What follows belongs to an exercise in optimizing a design on an open flow for small area and a short achievable clock period; a production flow would make more cautious choices.
Function was checked by simulation only, so behaviour that the tests miss may differ from the original.

Setup of main:
// timerTop
module timerTop (
  input  wire                       CPUbus,
  input  wire                       arstN,
  input  wire                       hSel,
  input  wire [32-1:0]        hAddr,
  input  wire [1:0]                 hTrans,
  input  wire                       hWrite,
  input  wire [32-1:0]       hWdata,
  input  wire                       hReady,
  input  wire [2:0]                 evnt,
  output logic [32-1:0]      hRdata,
  output logic                      hReadyOut,
  output logic                      hResp,
  output logic [2-1:0]  pwm,
  output logic                      intr
);
  logic        wrEn, rdEn;
  logic        accept;
  assign accept    = hSel && hReady && hTrans[1];
  assign hReadyOut = 1'b1;
  assign hResp     = 1'b0;
  always_ff @(posedge CPUbus or negedge arstN) begin
    if (!arstN) begin
      wrEn <= 1'b0;
      rdEn <= 1'b0;
    end else begin
      wrEn <= accept && hWrite;
      rdEn <= accept && !hWrite;
    end
  end
  logic [18:0] rdSel;
  always_ff @(posedge CPUbus) begin
    rdSel[0] <= hAddr[7:2] == 6'd0;
    rdSel[1] <= hAddr[7:2] == 6'd1;
    rdSel[2] <= hAddr[7:2] == 6'd2;
    rdSel[3] <= hAddr[7:2] == 6'd3;
    rdSel[4] <= hAddr[7:2] == 6'd4;
    rdSel[5] <= hAddr[7:2] == 6'd16;
    rdSel[6] <= hAddr[7:2] == 6'd17;
    rdSel[7] <= hAddr[7:2] == 6'd18;
    rdSel[8] <= hAddr[7:2] == 6'd19;
    rdSel[9]  <= hAddr[7:2] == 6'd6;
    rdSel[10] <= hAddr[7:2] == 6'd7;
    rdSel[11] <= hAddr[7:2] == 6'd8;
    rdSel[12] <= hAddr[7:2] == 6'd9;
    rdSel[13] <= hAddr[7:2] == 6'd10;
    rdSel[14] <= hAddr[7:2] == 6'd11;
    rdSel[15] <= hAddr[7:2] == 6'd12;
    rdSel[16] <= hAddr[7:2] == 6'd14;
    rdSel[17] <= hAddr[7:2] == 6'd5;
    rdSel[18] <= hAddr[7:2] == 6'd13;
  end
  logic wrTV, wrPR, wrPRSH, wrTRS, wrTMS, wrECR, wrCMC, wrIEC, wrISC, wrPLC;
  logic [1:0] wrCMP, wrCMPSH;
  assign wrTV   = wrEn && rdSel[0];
  assign wrPR   = wrEn && rdSel[1];
  assign wrPRSH = wrEn && rdSel[2];
  assign wrTRS  = wrEn && rdSel[17];
  assign wrTMS  = wrEn && rdSel[11];
  assign wrECR  = wrEn && rdSel[12];
  ...
Size in the first run: ~370 flip-flops, ~110 I/O pins, about 20000 sq um of cells after synthesis.
clock: 5.5 ns
lec_check: 0
cap_margin: 20
core_margin: 2
core_utilization: 50
cts_cluster_diameter: 80
cts_cluster_size: 24
setup_slack_margin: 2.5
slew_margin: 20
tns_end_percent: 10
standard.sh (not shown) runs the stock make flow with config.mk's settings and CLKGATE_MAP_FILE= SYNTH_SCRIPT=/design/flow/synth_recipe.tcl, a recipe that flattens the netlist after the stock synthesis.
==> flow/flow/run.sh <==
#!/bin/bash
# Own layout flow: the standard flow (standard synthesis unchanged), with
# every input and output port buffered by a plain buf_2 instead of the buffer
# cell buffer_ports would pick by itself. Each tool's output goes to its own
# log file here; ORFS keeps its per-step logs under orfs/logs.
set -euo pipefail
export BUFFER_PORTS_ARGS="-buffer_cell sky130_fd_sc_hd__buf_2"
bash standard.sh synth > synth.log 2>&1
bash standard.sh finish > layout.log 2>&1
> inputs changed (main -> the feature branch)
- TNS_END_PERCENT: 10 -> 5
==> flow/flow/run.sh <==
#!/bin/bash
# Own layout flow: the standard flow, step by step, with the standard
# synthesis unchanged. The only difference from the standard layout is that
# every input and output port is buffered with a plain buf_2 instead of the
# buffer cell buffer_ports would otherwise pick. Each step's full output goes
# to its own log file here; ORFS also keeps its per-step logs under orfs/logs.
set -euo pipefail
export BUFFER_PORTS_ARGS="-buffer_cell sky130_fd_sc_hd__buf_2"
for step in synth floorplan place cts route finish; do
  bash standard.sh "$step" > "$step.log" 2>&1
done
- Between main and the feature branch, the worst hold slack figures differ only marginally.
- Across both runs, worst setup slack was higher for the feature branch than for main.
- Per the comparison of the feature branch with main, final routed wirelength across all metal layers barely changed; net count after synthesis barely changed.

## afterwards: timing with drivers on the ports
In the flow no input, the clock included, has a driving cell. The finished layouts below were timed again as built, in two steps. Step 1: set_driving_cell puts a clkbuf_16 on CPUbus and a buf_2 on each other input, an assumption about the parent block. Step 2 times the ports against the registers' clock, not the clock port: input delays grow and output delays shrink by t, the midpoint of the rising clock arrivals with the driver on. Slacks: ideal ports / drivers / drivers and shift; pairs: ideal ports / drivers.
| run | t (ns) | slack for setup (ns) | worst setup path at the end | cell pins on the clock port's net |
|---|---|---|---|---|
| main | 0.618 | 2.478 / 2.420 / 2.279 | input to register | 1 |
| the feature branch | 0.619 | 2.481 / 2.423 / 2.290 | input to register | 1 |
After both steps setup and hold are still met in every run listed. The setup slack of main, which loses most, moves by -0.058 ns with the drivers and by -0.199 ns with both steps.
